From an optimization exercise on the open Yosys and OpenROAD flow, aimed at a short achievable clock period and few clock cycles per item; shortcuts taken in it are not production practice.
The RTL was checked by simulation tests, not by an equivalence proof against the original design.

==> 06-09 <==
Design seq_alu, start of the top module:
module seq_alu #(
    parameter int WIDTH   = 32,
    parameter int SHAMT_W = $clog2(WIDTH)
) (
    input  logic               clock_i,
    input  logic               reset_n_i,
    input  logic               start_i,
    input  logic [4:0]         opcode_i,
    input  logic [WIDTH-1:0]   a_i,
    input  logic [WIDTH-1:0]   b_i,
    output logic               ready_o,
    output logic               valid_o,
    output logic [2*WIDTH-1:0] result_o,
    output logic               zero_o,
    output logic               negative_o,
    output logic               div_by_zero_o,
    output logic               illegal_op_o
);
    localparam int W    = WIDTH;
    localparam int W2   = 2 * WIDTH;
    localparam int PW   = W + 3;         
    localparam int BW   = 8;             
    localparam int NB   = W / BW;        
    localparam int ND   = W / 2;         
    localparam int S0   = 4;             
    localparam int SE   = S0 + W;        
    localparam int LAST = SE + 5;        
    localparam logic [4:0] OP_ADD  = 5'b00011, OP_SUB  = 5'b00100, OP_SHR  = 5'b00101,
                           OP_SHRA = 5'b00110, OP_SHL  = 5'b00111, OP_ROR  = 5'b01000,
                           OP_ROL  = 5'b01001, OP_AND  = 5'b01010, OP_OR   = 5'b01011,
                           OP_ADDI = 5'b01100, OP_ANDI = 5'b01101, OP_ORI  = 5'b01110,
                           OP_MUL  = 5'b01111, OP_DIV  = 5'b10000, OP_NEG  = 5'b10001,
                           OP_NOT  = 5'b10010;
    localparam int BA = 2 * W + 2 * NB;
    function automatic logic [BA-1:0] blk_add(input logic [W-1:0] x, input logic [W-1:0] y);
        logic [W-1:0]  s0, s1;
        logic [NB-1:0] c0, c1;
        logic [BW:0]   t0, t1;
        for (int j = 0; j < NB; j++) begin
            t0 = {1'b0, x[j*BW +: BW]} + {1'b0, y[j*BW +: BW]};
            t1 = {1'b0, x[j*BW +: BW]} + {1'b0, y[j*BW +: BW]} + BW'(1);
            s0[j*BW +: BW] = t0[BW-1:0];
            s1[j*BW +: BW] = t1[BW-1:0];
            c0[j] = t0[BW];
            c1[j] = t1[BW];
        end
        blk_add = {c1, c0, s1, s0};
    endfunction
    function automatic logic [W:0] blk_pick(input logic [BA-1:0] b, input logic cin);
        logic [W-1:0]  s0, s1, s;
        logic [NB-1:0] c0, c1;
        logic          c;
        {c1, c0, s1, s0} = b;
        c = cin;
        for (int j = 0; j < NB; j++) begin
  ...
export LEC_CHECK = 0
export ABC_CLOCK_PERIOD_IN_PS = 2500
export CAP_MARGIN = 20
export CORE_MARGIN = 2
export CORE_UTILIZATION = 65
export CTS_CLUSTER_DIAMETER = 100
export CTS_CLUSTER_SIZE = 30
export PLACE_DENSITY = 0.72
export SETUP_SLACK_MARGIN = 5
export SLEW_MARGIN = 20
create_clock -name core_clock -period 8.0 [get_ports {clock_i}]
run.sh (not shown) runs the stock make flow with config.mk's settings and CLKGATE_MAP_FILE= SYNTH_SCRIPT=/design/flow/synth_recipe.tcl, a recipe that flattens the netlist after the stock synthesis.
==> 10-11: changes against 06-09 <==
--- a/flow/design.v
+++ b/flow/design.v
@@ -223,41 +223,40 @@
     logic [SE:S0][W-1:0]      lo_q, qn_q, dd_q;
     logic [SE:S0][SHAMT_W-1:0] lz_q;
     always_ff @(posedge clock_i) begin
         logic [W2-1:0] x;
         x = {{W{1'b0}}, na3_q} << lz3_q;
-        dd_q[S0] <= dv_q[3] ? nb3_q << lz3_q : res3_hi_q;
+        dd_q[S0] <= nb3_q << lz3_q;
         lz_q[S0] <= lz3_q;
         ps_q[S0] <= {3'b000, x[W2-1:W]};
         pc_q[S0] <= '0;
         lo_q[S0] <= dv_q[3] ? x[W-1:0] : res3_lo_q;
-        qn_q[S0] <= '0;
+        qn_q[S0] <= dv_q[3] ? '0 : res3_hi_q;
     end
     always_ff @(posedge clock_i) begin
-        logic [PW-1:0] us, uc, dx, x, m, o, sp, sm, cp, cm;
+        logic [PW-1:0] us, uc, ad;
         logic [3:0]    est;
         logic          qp, qm;
         for (int k = S0; k < SE; k++) begin
             us  = {ps_q[k][PW-2:0], lo_q[k][W-1]};
             uc  = {pc_q[k][PW-2:0], 1'b0};
-            dx  = {3'b000, dd_q[k]};
             est = us[PW-1:PW-4] + uc[PW-1:PW-4];
             qp  = !est[3];                        
             qm  = est[3] && (est != 4'b1111);     
-            x   = us ^ uc;
-            m   = us & uc;
-            o   = us | uc;
-            sp  = ~(x ^ dx);
-            sm  = x ^ dx;
-            cp  = (dx & m) | (~dx & o);
-            cm  = (dx & o) | (~dx & m);
-            ps_q[k+1] <= qp ? sp : (qm ? sm : x);
-            pc_q[k+1] <= {(qp ? cp[PW-2:0] : (qm ? cm[PW-2:0] : m[PW-2:0])), qp};
-            lo_q[k+1] <= (dv_q[k] && !(k + 1 == 6 && ml_q[k])) ? {lo_q[k][W-2:0], qp} :
-                         ((k + 1 == 6 && ml_q[k]) ? prod_d[W-1:0] : lo_q[k]);
-            qn_q[k+1] <= {qn_q[k][W-2:0], qm};
-            dd_q[k+1] <= (k + 1 == 6 && ml_q[k]) ? prod_d[W2-1:W] : dd_q[k];
+            ad  = qp ? ~{3'b000, dd_q[k]} : (qm ? {3'b000, dd_q[k]} : '0);
+            {pc_q[k+1], ps_q[k+1]} <= {((us & uc) | (us & ad) | (uc & ad)) << 1 | PW'(qp),
+                                       us ^ uc ^ ad};
+            if (dv_q[k]) begin
+                lo_q[k+1] <= {lo_q[k][W-2:0], qp};
+                qn_q[k+1] <= {qn_q[k][W-2:0], qm};
+            end else if (k + 1 == 6 && ml_q[k]) begin
+                {qn_q[k+1], lo_q[k+1]} <= prod_d;
+            end else begin
+                lo_q[k+1] <= lo_q[k];
+                qn_q[k+1] <= qn_q[k];
+            end
+            dd_q[k+1] <= dd_q[k];
             lz_q[k+1] <= lz_q[k];
         end
     end
     always_ff @(posedge clock_i) begin
         for (int k = 2; k <= LAST; k++) begin
@@ -286,11 +285,11 @@
         ps1_q  <= ps_q[SE][PW-1:W];
         pc1_q  <= pc_q[SE][PW-1:W];
         pd1_q  <= blk_add(s[W-1:0], c[W-1:0]);
         q1_q   <= blk_add(lo_q[SE], ~qn_q[SE]);
         lo1e_q <= lo_q[SE];
-        hi1e_q <= dd_q[SE];
+        hi1e_q <= qn_q[SE];
         lz1e_q <= lz_q[SE];
         p   = blk_pick(p1_q, 1'b0);
         pd  = blk_pick(pd1_q, 1'b0);
         q   = blk_pick(q1_q, 1'b1);
         qm1 = blk_pick(q1_q, 1'b0);
- CORE_UTILIZATION: 65 -> 50
- CTS_CLUSTER_DIAMETER: 100 -> unset
- CTS_CLUSTER_SIZE: 30 -> unset
- PLACE_DENSITY: 0.72 -> 0.62
==> 05-03: changes against 06-09 <==
--- a/flow/design.v
+++ b/flow/design.v
@@ -16,16 +16,19 @@
     output logic               div_by_zero_o,
     output logic               illegal_op_o
 );
     localparam int W    = WIDTH;
     localparam int W2   = 2 * WIDTH;
-    localparam int PW   = W + 3;         
+    localparam int PW   = W + 1;         
+    localparam int UW   = W + 3;         
+    localparam int TB   = PW - 7;        
+    localparam int XW   = W + 2;         
     localparam int BW   = 8;             
     localparam int NB   = W / BW;        
     localparam int ND   = W / 2;         
     localparam int S0   = 4;             
-    localparam int SE   = S0 + W;        
+    localparam int SE   = S0 + W / 2 + 1;  
     localparam int LAST = SE + 5;        
     localparam logic [4:0] OP_ADD  = 5'b00011, OP_SUB  = 5'b00100, OP_SHR  = 5'b00101,
                            OP_SHRA = 5'b00110, OP_SHL  = 5'b00111, OP_ROR  = 5'b01000,
                            OP_ROL  = 5'b01001, OP_AND  = 5'b01010, OP_OR   = 5'b01011,
                            OP_ADDI = 5'b01100, OP_ANDI = 5'b01101, OP_ORI  = 5'b01110,
@@ -217,46 +220,71 @@
         lo = blk_pick(m5l_q, 1'b0);
         h0 = blk_pick(m5h_q, 1'b0);
         h1 = blk_pick(m5h_q, 1'b1);
         prod_d = {lo[W] ? h1[W-1:0] : h0[W-1:0], lo[W-1:0]};
     end
-    logic [SE:S0][PW-1:0]     ps_q, pc_q;
-    logic [SE:S0][W-1:0]      lo_q, qn_q, dd_q;
+    logic [SE:S0][PW-1:0]      ps_q, pc_q;
+    logic [SE:S0][XW-1:0]      lo_q, qn_q;
+    logic [SE:S0][W-1:0]       dd_q;
     logic [SE:S0][SHAMT_W-1:0] lz_q;
     always_ff @(posedge clock_i) begin
         logic [W2-1:0] x;
         x = {{W{1'b0}}, na3_q} << lz3_q;
         dd_q[S0] <= dv_q[3] ? nb3_q << lz3_q : res3_hi_q;
         lz_q[S0] <= lz3_q;
-        ps_q[S0] <= {3'b000, x[W2-1:W]};
+        ps_q[S0] <= PW'(x[W2-1:XW]);
         pc_q[S0] <= '0;
-        lo_q[S0] <= dv_q[3] ? x[W-1:0] : res3_lo_q;
+        lo_q[S0] <= dv_q[3] ? x[XW-1:0] : XW'(res3_lo_q);
         qn_q[S0] <= '0;
     end
+    function automatic logic [4:0] srt_sel(input logic [6:0] e, input logic [2:0] di);
+        logic signed [7:0] m2, m1, m0, mm, es;
+        case (di)
+            3'd0: begin m2 = 12; m1 = 3; m0 = -5; mm = -13; end
+            3'd1: begin m2 = 14; m1 = 4; m0 = -6; mm = -15; end
+            3'd2: begin m2 = 15; m1 = 4; m0 = -6; mm = -16; end
+            3'd3: begin m2 = 16; m1 = 4; m0 = -7; mm = -18; end
+            3'd4: begin m2 = 18; m1 = 5; m0 = -8; mm = -20; end
+            3'd5: begin m2 = 19; m1 = 5; m0 = -8; mm = -21; end
+            3'd6: begin m2 = 20; m1 = 5; m0 = -9; mm = -23; end
+            3'd7: begin m2 = 22; m1 = 6; m0 = -10; mm = -25; end
+            default: begin m2 = 0; m1 = 0; m0 = 0; mm = 0; end
+        endcase
+        es = {e[6], e};
+        srt_sel = {es >= m2, es >= m1 && es < m2, es >= m0 && es < m1,
+                   es >= mm && es < m0, es < mm};
+    endfunction
+    function automatic logic [2*PW-1:0] srt_cand(input logic [UW-1:0] us, input logic [UW-1:0] uc,
+                                                 input logic [UW-1:0] ad, input logic plus1);
+        logic [UW-1:0] x, mj;
+        logic [6:0]    t;
+        x  = us ^ uc ^ ad;
+        mj = (us & uc) | (us & ad) | (uc & ad);
+        t  = x[PW-1:TB] + mj[PW-2:TB-1];
+        srt_cand = {t, x[TB-1:0], 7'b0000000, mj[TB-2:0], plus1};
+    endfunction
     always_ff @(posedge clock_i) begin
-        logic [PW-1:0] us, uc, dx, x, m, o, sp, sm, cp, cm;
-        logic [3:0]    est;
-        logic          qp, qm;
+        logic [UW-1:0]   us, uc, d1, d2;
+        logic [2*PW-1:0] c0, c1, c2, c3, c4, cn;
+        logic [4:0]      q;
         for (int k = S0; k < SE; k++) begin
-            us  = {ps_q[k][PW-2:0], lo_q[k][W-1]};
-            uc  = {pc_q[k][PW-2:0], 1'b0};
-            dx  = {3'b000, dd_q[k]};
-            est = us[PW-1:PW-4] + uc[PW-1:PW-4];
-            qp  = !est[3];                        
-            qm  = est[3] && (est != 4'b1111);     
-            x   = us ^ uc;
-            m   = us & uc;
-            o   = us | uc;
-            sp  = ~(x ^ dx);
-            sm  = x ^ dx;
-            cp  = (dx & m) | (~dx & o);
-            cm  = (dx & o) | (~dx & m);
-            ps_q[k+1] <= qp ? sp : (qm ? sm : x);
-            pc_q[k+1] <= {(qp ? cp[PW-2:0] : (qm ? cm[PW-2:0] : m[PW-2:0])), qp};
-            lo_q[k+1] <= (dv_q[k] && !(k + 1 == 6 && ml_q[k])) ? {lo_q[k][W-2:0], qp} :
-                         ((k + 1 == 6 && ml_q[k]) ? prod_d[W-1:0] : lo_q[k]);
-            qn_q[k+1] <= {qn_q[k][W-2:0], qm};
+            us = {ps_q[k], lo_q[k][XW-1:XW-2]};
+            uc = {pc_q[k], 2'b00};
+            d1 = UW'(dd_q[k]);
+            d2 = UW'({dd_q[k], 1'b0});
+            q  = srt_sel(ps_q[k][PW-1:TB], dd_q[k][W-2:W-4]);
+            c0 = srt_cand(us, uc, ~d2, 1'b1);
+            c1 = srt_cand(us, uc, ~d1, 1'b1);
+            c2 = srt_cand(us, uc, '0,  1'b0);
+            c3 = srt_cand(us, uc, d1,  1'b0);
+            c4 = srt_cand(us, uc, d2,  1'b0);
+            cn = ({2*PW{q[4]}} & c0) | ({2*PW{q[3]}} & c1) | ({2*PW{q[2]}} & c2) |
+                 ({2*PW{q[1]}} & c3) | ({2*PW{q[0]}} & c4);
+            {ps_q[k+1], pc_q[k+1]} <= cn;
+            lo_q[k+1] <= (dv_q[k] && !(k + 1 == 6 && ml_q[k])) ? {lo_q[k][XW-3:0], q[4], q[3]} :
+                         ((k + 1 == 6 && ml_q[k]) ? XW'(prod_d[W-1:0]) : lo_q[k]);
+            qn_q[k+1] <= {qn_q[k][XW-3:0], q[0], q[1]};
             dd_q[k+1] <= (k + 1 == 6 && ml_q[k]) ? prod_d[W2-1:W] : dd_q[k];
             lz_q[k+1] <= lz_q[k];
         end
     end
     always_ff @(posedge clock_i) begin
@@ -268,36 +296,34 @@
             sa_q[k] <= sa_q[k-1];
             sq_q[k] <= sq_q[k-1];
         end
     end
     logic [BA-1:0] p1_q, pd1_q, q1_q, nq3_q, nr4_q;
-    logic [2:0]    pt1_q;                 
-    logic [2:0]    ps1_q, pc1_q;
+    logic          ps1_q, pc1_q;          
     logic [W-1:0]  lo1e_q, hi1e_q, lo2e_q, hi2e_q, hi3e_q, lo4e_q, hi5e_q;
     logic [SHAMT_W-1:0] lz1e_q, lz2e_q;
     logic          sq3_q, sa4_q;
     always_ff @(posedge clock_i) begin
         logic [PW-1:0] s, c;
         logic [W:0]    p, pd, q, qm1, t;
         logic          neg;
-        {c, s} = {((ps_q[SE] & pc_q[SE]) | (ps_q[SE] & {3'b000, dd_q[SE]}) |
-                   (pc_q[SE] & {3'b000, dd_q[SE]})) << 1,
-                  ps_q[SE] ^ pc_q[SE] ^ {3'b000, dd_q[SE]}};
+        {c, s} = {((ps_q[SE] & pc_q[SE]) | (ps_q[SE] & PW'(dd_q[SE])) |
+                   (pc_q[SE] & PW'(dd_q[SE]))) << 1,
+                  ps_q[SE] ^ pc_q[SE] ^ PW'(dd_q[SE])};
         p1_q   <= blk_add(ps_q[SE][W-1:0], pc_q[SE][W-1:0]);
-        ps1_q  <= ps_q[SE][PW-1:W];
-        pc1_q  <= pc_q[SE][PW-1:W];
+        ps1_q  <= ps_q[SE][W];
+        pc1_q  <= pc_q[SE][W];
         pd1_q  <= blk_add(s[W-1:0], c[W-1:0]);
-        q1_q   <= blk_add(lo_q[SE], ~qn_q[SE]);
-        lo1e_q <= lo_q[SE];
+        q1_q   <= blk_add(lo_q[SE][W-1:0], ~qn_q[SE][W-1:0]);
+        lo1e_q <= lo_q[SE][W-1:0];
         hi1e_q <= dd_q[SE];
         lz1e_q <= lz_q[SE];
         p   = blk_pick(p1_q, 1'b0);
         pd  = blk_pick(pd1_q, 1'b0);
         q   = blk_pick(q1_q, 1'b1);
         qm1 = blk_pick(q1_q, 1'b0);
-        t   = {1'b0, ps1_q} + {1'b0, pc1_q} + W'(p[W]);
-        neg = t[2];
+        neg = ps1_q ^ pc1_q ^ p[W];
         if (dv_q[SE+1]) begin
             hi2e_q <= neg ? pd[W-1:0] : p[W-1:0];
             lo2e_q <= neg ? qm1[W-1:0] : q[W-1:0];
         end else begin
             hi2e_q <= hi1e_q;
==> comparison table <==
| item | 06-09 | 10-11 | 05-03 |
|---|---|---|---|
| Outcome | complete, no violations | complete, no violations | complete, no violations |
| Beginning of the worst hold path | qn_q[898]$_DFF_P_ | sq_q[1]$_DFF_P_ | ml_q[12]$_DFF_P_ |
| Distinct cell type count of the synthesized netlist | 84 | 74 | 83 |
| Synthesized area per cell | 10.9 µm² | 11.4 µm² | 10.7 µm² |
| Seq/total area | 0.508 | 0.495 | 0.380 |
| Data arrival time at the worst-slack endpoint | 1.47 ns | 1.58 ns | 1.52 ns |
| Initial antenna violation count | 14 | 20 | 23 |
| Worst clock skew | 0.0417 ns | 0.109 ns | 0.0584 ns |
| Post-placement cell count | 32042 | 33405 | 30762 |
| Height of the die | 674 µm | 776 µm | 658 µm |
| First-pass GRT wire length | 969 mm | 969 mm | 1040 mm |
| Core area | 448000 µm² | 594000 µm² | 426000 µm² |
| Post-synthesis mux area share | 0.0751 | 0.105 | 0.0566 |
| Synth Area in Simple Gates | 0.0594 | 0.0455 | 0.0568 |
| Sequential Area | 156000 µm² | 168000 µm² | 111000 µm² |
| Share of cells above drive strength 1 | 0.0839 | 0.160 | 0.0876 |
| Setup crit start | ready_q$_DFF_PN0_ | ready_q$_DFF_PN0_ | v_q[27]$_DFF_PN0_ |
| Total die area | 455000 µm² | 603000 µm² | 432000 µm² |
Testbench counts of 06-09, summed over its fixed seeds: cycles 5,144, ops 4,800.
Testbench counts of 10-11, summed over its fixed seeds: cycles 5,144, ops 4,800.
Testbench counts of 05-03, summed over its fixed seeds: cycles 5,024, ops 4,800.

## separate check: timing with driven ports
In the flow no input, the clock included, has a driving cell. The finished layouts below were timed again as built, in two steps.
Step 1: set_driving_cell puts a clkbuf_16 on clock_i and a buf_2 on each other input, an assumption about the parent block.
Step 2 also shifts input and output timing later by t, the mid clock arrival at the registers, as if the neighbouring blocks saw the same clock.
Three values: ideal ports, drivers, drivers and shift; two values: the first two.
| run | t, ns | slack for setup (ns) | worst setup path at the end | clock arrival spread, ns | cell pins on the clock port's net |
|---|---|---|---|---|---|
| 06-09 | 1.108 | 4.928 / 4.795 / 4.224 | input to register | 0.053 / 0.052 | 1 |
| 10-11 | 1.225 | 4.819 / 4.695 / 4.211 | input to register | 0.116 / 0.116 | 1 |
| 05-03 | 1.138 | 4.881 / 4.755 / 4.330 | input to register | 0.084 / 0.084 | 1 |
After both steps setup and hold are still met in every run listed. The setup slack of 06-09, which loses most, moves by -0.133 ns with the drivers and by -0.704 ns with both steps.
